Background: an optimization exercise with open tools, aiming at small area. Do not read the settings as production practice.
For this run, only the layout was checked, not whether the RTL still works.
No activity file was given, so power comes from the tool's default toggle rates.

## flow/design.v

```verilog
package matmul_pkg;
    localparam int slices = 4;
    localparam int weights_per_byte = 3;
    localparam int rows = weights_per_byte * slices;
    localparam int queue_len = rows * slices;
    localparam int acc_width = 18;
    localparam int out_lsb = 9;
    localparam int radix_first = 5;
    localparam int radix_rest = 7;
    localparam int weight_codes = radix_first * radix_rest * radix_rest;
    typedef logic [1:0] slice_t;
    typedef logic [7:0] wbyte_t;
    typedef logic signed [7:0] act_t;
    typedef logic signed [acc_width-1:0] acc_t;
    typedef logic [5:0] qidx_t;
    typedef logic [3:0] weight_ctl_t;
    localparam int w_zero = 3;
    localparam int w_sign = 2;
    localparam int w_mul2 = 1;
    localparam int w_div2 = 0;
    localparam weight_ctl_t weight_none = {1'b1, 1'b0, 1'b0, 1'b0};
    typedef enum logic [2:0] {
        idle,
        drain,
        capture,
        ack_wait,
        stream
    } readout_state_t;
endpackage
module weight_unpack (
    input  matmul_pkg::wbyte_t packed_byte,
    output logic [matmul_pkg::weights_per_byte-1:0][3:0] weights
);
    matmul_pkg::wbyte_t upper;
    logic [2:0] digit_first;
    logic [2:0] digit_mid;
    logic [2:0] digit_last;
    function automatic logic [3:0] decode_first(input logic [2:0] digit);
        logic [3:0] w;
        case (digit)
            3'd1: w = {1'b0, 1'b0, 1'b0, 1'b0};
            3'd2: w = {1'b0, 1'b0, 1'b1, 1'b0};
            3'd3: w = {1'b0, 1'b1, 1'b0, 1'b0};
            3'd4: w = {1'b0, 1'b1, 1'b1, 1'b0};
            default: w = matmul_pkg::weight_none;
        endcase
        decode_first = w;
    endfunction
    function automatic logic [3:0] decode_rest(input logic [2:0] digit);
        logic [3:0] w;
        case (digit)
            3'd1: w = {1'b0, 1'b0, 1'b0, 1'b1};
            3'd2: w = {1'b0, 1'b0, 1'b0, 1'b0};
            3'd3: w = {1'b0, 1'b0, 1'b1, 1'b0};
            3'd4: w = {1'b0, 1'b1, 1'b0, 1'b1};
            3'd5: w = {1'b0, 1'b1, 1'b0, 1'b0};
            3'd6: w = {1'b0, 1'b1, 1'b1, 1'b0};
            default: w = matmul_pkg::weight_none;
        endcase
        decode_rest = w;
    endfunction
    assign upper = packed_byte / matmul_pkg::wbyte_t'(matmul_pkg::radix_first);
    assign digit_first = 3'(packed_byte % matmul_pkg::wbyte_t'(matmul_pkg::radix_first));
    assign digit_mid = 3'(upper % matmul_pkg::wbyte_t'(matmul_pkg::radix_rest));
    assign digit_last = 3'(upper / matmul_pkg::wbyte_t'(matmul_pkg::radix_rest));
    always_comb begin
        if (packed_byte >= matmul_pkg::wbyte_t'(matmul_pkg::weight_codes)) begin
            weights = {matmul_pkg::weights_per_byte{matmul_pkg::weight_none}};
        end else begin
            weights[0] = decode_first(digit_first);
            weights[1] = decode_rest(digit_mid);
            weights[2] = decode_rest(digit_last);
        end
    end
endmodule
module operand_buffer (
    input  logic clk,
    input  logic reset,
    input  logic [matmul_pkg::weights_per_byte-1:0][3:0] weights_in,
    input  matmul_pkg::act_t act_in,
    input  logic flush,
    input  matmul_pkg::slice_t slice,
    output logic [matmul_pkg::rows-1:0][3:0] weights_cur,
    output matmul_pkg::act_t act_cur
);
    logic [matmul_pkg::rows-1:0][3:0] weights_load;
    logic [matmul_pkg::rows-1:0][3:0] weights_next;
    matmul_pkg::act_t [matmul_pkg::slices-1:0] acts_load;
    matmul_pkg::act_t [matmul_pkg::slices-1:0] acts_next;
    matmul_pkg::act_t [matmul_pkg::slices-1:0] acts_cur;
    assign weights_next = {weights_in,
                           weights_load[matmul_pkg::rows-1:matmul_pkg::weights_per_byte]};
    assign acts_next = {act_in, acts_load[matmul_pkg::slices-1:1]};
    always_ff @(posedge clk) begin
        weights_load <= weights_next;
        acts_load <= acts_next;
    end
    always_ff @(posedge clk) begin
        if (reset) begin
            weights_cur <= {matmul_pkg::rows{matmul_pkg::weight_none}};
        end else if (flush) begin
            weights_cur <= weights_next;
        end
    end
    always_ff @(posedge clk) begin
        if (flush) begin
            acts_cur <= acts_next;
        end
    end
    assign act_cur = acts_cur[slice];
endmodule
module mac_array (
    input  logic clk,
    input  logic reset,
    input  logic [matmul_pkg::rows-1:0][3:0] weights_cur,
    input  matmul_pkg::act_t act_cur,
    input  matmul_pkg::slice_t slice,
    input  logic acc_clear,
    output matmul_pkg::acc_t [matmul_pkg::queue_len-1:0] acc
);
    matmul_pkg::acc_t act_x1;
    matmul_pkg::acc_t act_x2;
    matmul_pkg::acc_t act_half;
    matmul_pkg::acc_t [matmul_pkg::rows-1:0] term;
    matmul_pkg::acc_t [matmul_pkg::queue_len-1:0] acc_next;
    assign act_x1 = matmul_pkg::acc_t'(act_cur);
    assign act_x2 = act_x1 <<< 1;
    assign act_half = act_x1 >>> 1;
    always_comb begin
        matmul_pkg::acc_t magnitude;
        for (int r = 0; r < matmul_pkg::rows; r++) begin
            if (weights_cur[r][matmul_pkg::w_mul2]) begin
                magnitude = act_x2;
            end else if (weights_cur[r][matmul_pkg::w_div2]) begin
                magnitude = act_half;
            end else begin
                magnitude = act_x1;
            end
            if (weights_cur[r][matmul_pkg::w_zero]) begin
                term[r] = '0;
            end else if (weights_cur[r][matmul_pkg::w_sign]) begin
                term[r] = -magnitude;
            end else begin
                term[r] = magnitude;
            end
        end
    end
    always_comb begin
        matmul_pkg::acc_t base;
        for (int r = 0; r < matmul_pkg::rows; r++) begin
            for (int c = 0; c < matmul_pkg::slices; c++) begin
                base = acc_clear ? '0 : acc[r * matmul_pkg::slices + c];
                if (slice == matmul_pkg::slice_t'(c) && !acc_clear) begin
                    acc_next[r * matmul_pkg::slices + c] = base + term[r];
                end else begin
                    acc_next[r * matmul_pkg::slices + c] = base;
                end
            end
        end
    end
    always_ff @(posedge clk) begin
        if (reset) begin
            acc <= '0;
        end else begin
            acc <= acc_next;
        end
    end
endmodule
module result_queue (
    input  logic clk,
    input  logic reset,
    input  logic capture,
    input  matmul_pkg::acc_t [matmul_pkg::queue_len-1:0] acc,
    output logic [7:0] out_data,
    output logic out_valid,
    output logic stream_done
);
    matmul_pkg::acc_t [matmul_pkg::queue_len-1:0] queue;
    matmul_pkg::qidx_t count;
    always_ff @(posedge clk) begin
        if (capture) begin
            queue <= acc;
        end else if (out_valid) begin
            queue <= {queue[matmul_pkg::queue_len-1], queue[matmul_pkg::queue_len-1:1]};
        end
    end
    always_ff @(posedge clk) begin
        if (reset) begin
            count <= '0;
            out_valid <= 1'b0;
            stream_done <= 1'b0;
        end else if (capture) begin
            count <= matmul_pkg::qidx_t'(matmul_pkg::queue_len);
            out_valid <= 1'b0;
            stream_done <= 1'b0;
        end else if (out_valid) begin
            count <= count - 1'b1;
            if (count == matmul_pkg::qidx_t'(1)) begin
                out_valid <= 1'b0;
                stream_done <= 1'b1;
            end
        end else if (count != '0) begin
            out_valid <= 1'b1;
        end
    end
    assign out_data = queue[0][matmul_pkg::out_lsb +: 8];
endmodule
module readout_ctrl (
    input  logic clk,
    input  logic reset,
    input  logic read_req,
    output logic read_ack,
    input  logic stream_done,
    output matmul_pkg::slice_t slice,
    output logic flush,
    output logic acc_clear,
    output logic capture
);
    matmul_pkg::readout_state_t state;
    matmul_pkg::readout_state_t state_next;
    logic end_seen;
    assign flush = (slice == matmul_pkg::slice_t'(matmul_pkg::slices - 1));
    assign capture = (state == matmul_pkg::capture);
    assign acc_clear = capture;
    assign read_ack = (state == matmul_pkg::ack_wait);
    always_ff @(posedge clk) begin
        if (reset || capture) begin
            slice <= '0;
        end else begin
            slice <= slice + 1'b1;
        end
    end
    always_comb begin
        state_next = state;
        case (state)
            matmul_pkg::idle: begin
                if (read_req) begin
                    state_next = matmul_pkg::drain;
                end
            end
            matmul_pkg::drain: begin
                if (flush && end_seen) begin
                    state_next = matmul_pkg::capture;
                end
            end
            matmul_pkg::capture: begin
                state_next = matmul_pkg::ack_wait;
            end
            matmul_pkg::ack_wait: begin
                if (!read_req) begin
                    state_next = matmul_pkg::stream;
                end
            end
            matmul_pkg::stream: begin
                if (stream_done) begin
                    state_next = matmul_pkg::idle;
                end
            end
            default: begin
                state_next = matmul_pkg::idle;
            end
        endcase
    end
    always_ff @(posedge clk) begin
        if (reset) begin
            state <= matmul_pkg::idle;
            end_seen <= 1'b0;
        end else begin
            state <= state_next;
            if (state == matmul_pkg::idle) begin
                end_seen <= flush;
            end else if (state == matmul_pkg::drain && flush) begin
                end_seen <= 1'b1;
            end
        end
    end
endmodule
module matmul_top (
    input  logic clk,
    input  logic reset,
    input  matmul_pkg::wbyte_t weight_in,
    input  matmul_pkg::act_t act_in,
    input  logic read_req,
    output logic read_ack,
    output logic [7:0] out_data,
    output logic out_valid
);
    logic [matmul_pkg::weights_per_byte-1:0][3:0] weights_dec;
    logic [matmul_pkg::rows-1:0][3:0] weights_cur;
    matmul_pkg::act_t act_cur;
    matmul_pkg::slice_t slice;
    matmul_pkg::acc_t [matmul_pkg::queue_len-1:0] acc;
    logic flush;
    logic acc_clear;
    logic capture;
    logic stream_done;
    weight_unpack u_unpack (
        .packed_byte (weight_in),
        .weights     (weights_dec)
    );
    operand_buffer u_operands (
        .clk         (clk),
        .reset       (reset),
        .weights_in  (weights_dec),
        .act_in      (act_in),
        .flush       (flush),
        .slice       (slice),
        .weights_cur (weights_cur),
        .act_cur     (act_cur)
    );
    mac_array u_mac (
        .clk         (clk),
        .reset       (reset),
        .weights_cur (weights_cur),
        .act_cur     (act_cur),
        .slice       (slice),
        .acc_clear   (acc_clear),
        .acc         (acc)
    );
    result_queue u_queue (
        .clk         (clk),
        .reset       (reset),
        .capture     (capture),
        .acc         (acc),
        .out_data    (out_data),
        .out_valid   (out_valid),
        .stream_done (stream_done)
    );
    readout_ctrl u_ctrl (
        .clk         (clk),
        .reset       (reset),
        .read_req    (read_req),
        .read_ack    (read_ack),
        .stream_done (stream_done),
        .slice       (slice),
        .flush       (flush),
        .acc_clear   (acc_clear),
        .capture     (capture)
    );
endmodule
```

## flow/run.sh

```bash
#!/bin/bash
# synth_recipe.tcl (not shown) runs the flow's synth.tcl, then flattens the netlist and writes it again
# the make line also repeats each setting of config.mk as NAME=value (left out here)
make -C /OpenROAD-flow-scripts/flow DESIGN_CONFIG=/design/flow/config.mk WORK_HOME=/design/flow/orfs CLKGATE_MAP_FILE= SYNTH_SCRIPT=/design/flow/synth_recipe.tcl finish
```

## flow/config.mk

```make
export PLATFORM = sky130hd
export DESIGN_NAME = matmul_top
export DESIGN_NICKNAME = matmul_top
export VERILOG_FILES = /design/flow/design.v
export SDC_FILE = /design/flow/constraint.sdc
export NUM_CORES = 4
export LEC_CHECK = 0
export CAP_MARGIN = 20
export CORE_MARGIN = 2
export CORE_UTILIZATION = 40
export SLEW_MARGIN = 20
```

## flow/constraint.sdc

```tcl
create_clock -name core_clock -period 8.0 [get_ports {clk}]
set_input_delay 1.6000 -clock core_clock [delete_from_list [all_inputs] [get_ports {clk}]]
set_output_delay 1.6000 -clock core_clock [all_outputs]
set_load 0.01 [all_outputs]
```

==> run notes <==
- The critical path contains buffers and inverters numbering 4 combined.
- The slew of the pin with the lowest slew margin is between 1 and 1.5 ns.
- The number of antenna violations at the first check in global routing came to 7.
- Summed over all layers, the global routing overflow is 0.
- In this run, post-CTS hold repair placed 0 buffers.
- In the routed design, unresolved DRC markers number 0.
- The critical path is of the primary input to register type.
- For this design the top-level I/O count stands at 29.
- For this run, the number of Yosys warnings is 5.
- The pin count of the biggest net entering global routing is approximately 140.
- The synthesized cell area is 92700 um2.
- The number of flops mapped to enable cells by yosys is about 420.
- The count of cells in the finished layout, fillers not included, comes to about 14000.
- The growth of design area from synthesis to finish is 8.99%.
- For the worst setup path, the data required time is slightly below 9 ns.
- Clock skew on the completed layout was measured at approximately 0.036 ns.
- The via count of the first global-routing pass is 74900.
- The cell type group with the largest total delay on the critical path is compound AO/OA/AOI/OAI gates.
- The highest-delay cell along the critical path is sky130_fd_sc_hd__clkdlybuf4s50_1.
- The number of max-slew violations in the final report is 0.
- Clock-pin slew was measured on the worst setup and hold paths at ~0.06 ns.
- In this run the post-CTS setup repair buffer count came out at 0.
- In this run the deepest clock path goes through 3 buffers.
- The number of DRC markers after the initial detailed-route iteration is 4856.
- The detail-routed net length per standard cell is roughly 17 um.
- The worst hold path belongs to the class register to register.
- The flow ran to the end and the layout has no timing, DRC or antenna violations.
- The simple-gate area share of the yosys netlist is a little under a quarter.
- The post-detailed-route via-to-cell ratio is 5.44.
- The filler cell count in the final layout is between 20000 and 25000.
- The post-cts sizing count is 0.
- The number of clock buffers added by TritonCTS is 162.
- The worst-case IR drop observed on VDD is 0.252 mV.
- The initial standard-cell utilization of the core is about two fifths.
- The arrival time of the worst setup path is 7.49 ns.
- Port buffering added 28 buffers.
- The detail route stage leaves a number of antenna-violating nets equal to 0.
- The compound-cell area share of the yosys netlist is between 10% and 20%.
- The clock net in this run drives a total of roughly 1300 sinks.
- The static leakage is around 45 nW.
- The clock latency reported for the late side of the worst-skew pair is between 0.8 and 0.9 ns.
- The largest area contributor in the synthesized netlist is sky130_fd_sc_hd__dfxtp_1.
- The remaining max-slew budget at the tightest pin is a little over a fifth.
- The tree is rooted in a sky130_fd_sc_hd__clkbuf_16.
- The area of the die is about 240000 um2.
- The share of cells above drive strength 1 is ~4.1%.
- The critical path's largest stage delay is 0.47 ns.
- At the placement stage, the worst setup path has a slack of 0.341 ns.
- The parity-gate share of the synthesized area counting xor and xnor cells is 6.10%.
- The average cell area after synthesis is 8.26 um2.
- The synthesized design contains around 1300 register bits.
- For this design the ratio of total power to cell area is approximately 210 nW/um2.
- The routability-driven placement congestion ratio is between 0.8 and 0.9.
- The area of the placeable core is 230000 um2.
- Across every metal layer, demand over resource in global routing totals between 20% and 30%.
- Setup slack closes at between 1 and 1.5 ns.
- Setup repair after global routing left no endpoint under its margin.
- STA classifies the critical path endpoint as a register.
- Setup violations remaining at the end of the flow were counted as 0.
- The post-route core utilization is a little over two fifths.
- Of all flip-flops after synthesis, the portion carrying an async set or reset was 0%.
- The hold violation total from the final report is 0.
- The depth of the worst hold-timing path is 0.
- Max-cap violations in this run came to 0.
- For this run, the leading register cell type out of synthesis is sky130_fd_sc_hd__dfxtp_1.
- After Yosys synthesis, full adders, half adders and majority gates account for between 10% and 20% of the synthesized area.
- The maximum frequency from static timing analysis is approximately 0.15 GHz.
- The portion of the clock cycle consumed by the worst path in the final layout is between 80% and 90%.
- Once detailed placement completed, the half-perimeter wirelength came to between 150000 and 200000 um.
- The gate count of the mapped netlist is ~11000.
- The number of vias in the routed layout is 76800.
- In this run the worst path has a maximum fanout of 20.
- The number of unique standard cell types used by synthesis is between 90 and 100.
- Counting buffers and inverters, the worst setup path is 28 cells deep.
- The depth of the most critical reg-to-reg path is 21.
- In this run, placement finished with an instance count of 13800.
- The number of iterations in the first detailed-routing pass is 5.
- In this design, the critical path's most frequently occurring cell is sky130_fd_sc_hd__ha_1.
- The width of the chip is about 490 um.
- The initialized floorplan defines ~180 standard-cell rows.
- For this block, the routed nets add up to 246000 um of wire.
- The vertical die dimension is a little under 500 um.
- The portion of netlist area occupied by mux cells is roughly 7%.
- When the netlist entered floorplanning its net count stood at roughly 12000.
- At the end of the flow, the number of nets in the layout was 11800.
- The category of the worst setup path launch point is a primary input.
- The first global-routing pass estimated approximately 400000 um of wire.
- After synthesis, the cell types taking the most area are sky130_fd_sc_hd__dfxtp_1 20%, sky130_fd_sc_hd__edfxtp_1 13%, sky130_fd_sc_hd__ha_1 11%, sky130_fd_sc_hd__nand2_1 7.0%, sky130_fd_sc_hd__mux2i_1 6.8%.
- Of the post-synthesis cell area, the dominant cell type holds 20.1%.
- The worst hold margin is ~0.35 ns.
- The sum of negative setup slack is 0 ns.
- The shortest period the worst path allows is 6.84 ns.
- By area, the combinational part of the netlist is dominated by simple AND/OR/NAND/NOR gates.
- The H-tree was split into 4 levels.
- The part of the Yosys area used for sequential elements is between 30% and 40%.
- The TritonCTS clock tree is built.
==> metal layers <==
metal	part of all wire (%)	global-route usage (%)	routed length [um]	vias to the layer above
li1	-	-	-	38300
met1	47	27.4	115000	36700
met2	46	34.3	114000	1423
met3	4.2	2.36	10300	345
met4	2.4	5.49	5810	0
met5	0	0	0	-
==> cells by family (layout without fill, tap and decap cells) <==
group,after synthesis,in the layout
and+or+nand+nor,4812,4812
xor gates and xnor gates,645,645
adders and majority gates,856,856
buffers and inverters,942,799
other,0,2
muxes,644,644
DFF,1347,1347
AOI/OAI and AO/OA,1976,1976
==> cell type report <==
cell class / instances / area, um2 / share of cell area, %
multi-input combinational: 8933 / 58000 / 57.4
sequential: 1347 / 31100 / 30.8
clock buffer: 227 / 4430 / 4.39
tap: 3026 / 3790 / 3.75
inverter: 364 / 1400 / 1.38
timing repair buffer: 132 / 1300 / 1.28
clock inverter: 76 / 941 / 0.932
antenna: 2 / 5.00 / 0.00496
==> worst register-to-register path, delay by kind of cell (launching register included) <==
| family | cells | cell delay [ns] |
|---|---|---|
| AO/OA/AOI/OAI | 6 | 1.97 |
| adder cells (fa/ha/maj) | 3 | 0.77 |
| XOR/XNOR | 1 | 0.17 |
| flip-flops | 1 | 0.82 |
| multiplexers | 2 | 0.58 |
| AND/OR/NAND/NOR | 8 | 1.88 |
| buffers and inverters | 1 | 0.48 |
==> cell usage after synthesis, types with 361 or more instances <==
| master | count |
|---|---|
| sky130_fd_sc_hd__nor2_1 | 1376 |
| sky130_fd_sc_hd__nand2_1 | 1720 |
| sky130_fd_sc_hd__inv_1 | 361 |
| sky130_fd_sc_hd__dfxtp_1 | 931 |
| sky130_fd_sc_hd__ha_1 | 808 |
| sky130_fd_sc_hd__edfxtp_1 | 416 |
| sky130_fd_sc_hd__mux2i_1 | 629 |
| sky130_fd_sc_hd__and2_1 | 794 |
| sky130_fd_sc_hd__o21ai_0 | 385 |
| sky130_fd_sc_hd__a21oi_1 | 672 |
| sky130_fd_sc_hd__xnor2_1 | 423 |
| sky130_fd_sc_hd__clkbuf_1 | 495 |
==> final timing paths <==
kind	from	to	slack, ns
setup / recovery	weight_in[5]	u_operands.weights_cur[45]$_SDFFE_PP0P_	1.16
hold reg to reg	u_operands.acts_load[17]$_DFF_P_	u_operands.acts_load[9]$_DFF_P_	0.35
hold / removal	u_operands.acts_load[17]$_DFF_P_	u_operands.acts_load[9]$_DFF_P_	0.35
setup reg to reg	u_ctrl.slice[0]$_SDFF_PP0_	u_mac.acc[663]$_SDFF_PP0_	1.20
==> flip-flops by register name, summed over array words and instances, names as in the netlist <==
signal / count
u_operands.weights_load: 33
u_ctrl.slice: 2
u_mac.acc: 816
u_operands.acts_load: 24
u_ctrl.end_seen: 1
u_operands.weights_cur: 44
u_operands.acts_cur: 32
u_ctrl.state: 3
u_queue.count: 6
u_queue.out_valid: 1
u_queue.queue: 384
u_queue.stream_done: 1
==> layout by cell type, fill, tap and decap left out, types with 87 or more instances in the layout <==
| cell | synthesis | layout |
|---|---|---|
| sky130_fd_sc_hd__ha_1 | 808 | 804 |
| sky130_fd_sc_hd__o211ai_1 | 93 | 93 |
| sky130_fd_sc_hd__nor2b_1 | 95 | 95 |
| sky130_fd_sc_hd__nor2_1 | 1376 | 1375 |
| sky130_fd_sc_hd__nand2b_1 | 88 | 87 |
| sky130_fd_sc_hd__a21o_1 | 246 | 246 |
| sky130_fd_sc_hd__dfxtp_1 | 931 | 931 |
| sky130_fd_sc_hd__clkbuf_16 | 0 | 163 |
| sky130_fd_sc_hd__and2_1 | 794 | 794 |
| sky130_fd_sc_hd__xor2_1 | 222 | 222 |
| sky130_fd_sc_hd__nor3_1 | 224 | 224 |
| sky130_fd_sc_hd__mux2i_1 | 629 | 628 |
| sky130_fd_sc_hd__inv_1 | 361 | 357 |
| sky130_fd_sc_hd__o21ai_0 | 385 | 384 |
| sky130_fd_sc_hd__nand3_1 | 139 | 139 |
| sky130_fd_sc_hd__a21oi_1 | 672 | 672 |
| sky130_fd_sc_hd__nand2_1 | 1720 | 1718 |
| sky130_fd_sc_hd__edfxtp_1 | 416 | 416 |
| sky130_fd_sc_hd__xnor2_1 | 423 | 423 |
==> metrics by stage <==
stage | area [um2] | power, W
5_1_grt | 101000 | 0.0221
3_3_place_gp | 95600 | 0.0136
4_1_cts | 101000 | 0.0213
2_1_floorplan | 92700 | 0.0122
6_report | 101000 | 0.0211
3_5_place_dp | 95600 | 0.0137
==> report_power, final <==
part	internal [W]	switching, W	total [W]
logic	0.00138	0.00304	0.00442
registers	0.00860	0.000515	0.00912
clock network	0.00438	0.00317	0.00756
total	0.0144	0.00673	0.0211

[what the ideal ports hide]
The flow's constraints put no driver on any port. The routed layout listed below was extracted and timed again, unchanged, in two steps.
Step 1 sets driving cells, clkbuf_16 on the clock port and buf_2 on the other inputs (assumed; they add their load-dependent delay and slew).
Step 2 also shifts input and output timing later by t, the mid clock arrival at the registers, as if the neighbouring blocks saw the same clock.
Three values: ideal ports, drivers, drivers and shift; two values: the first two.
t, ns: 0.887
slack for setup (ns): 1.165 / 1.203 / 0.333
worst setup path at the end: input to register
worst slew at a driven data input, ns: 0.05
After both steps this run still meets setup and hold. The setup slack of this run moves by +0.038 ns with the drivers and by -0.832 ns with both steps.
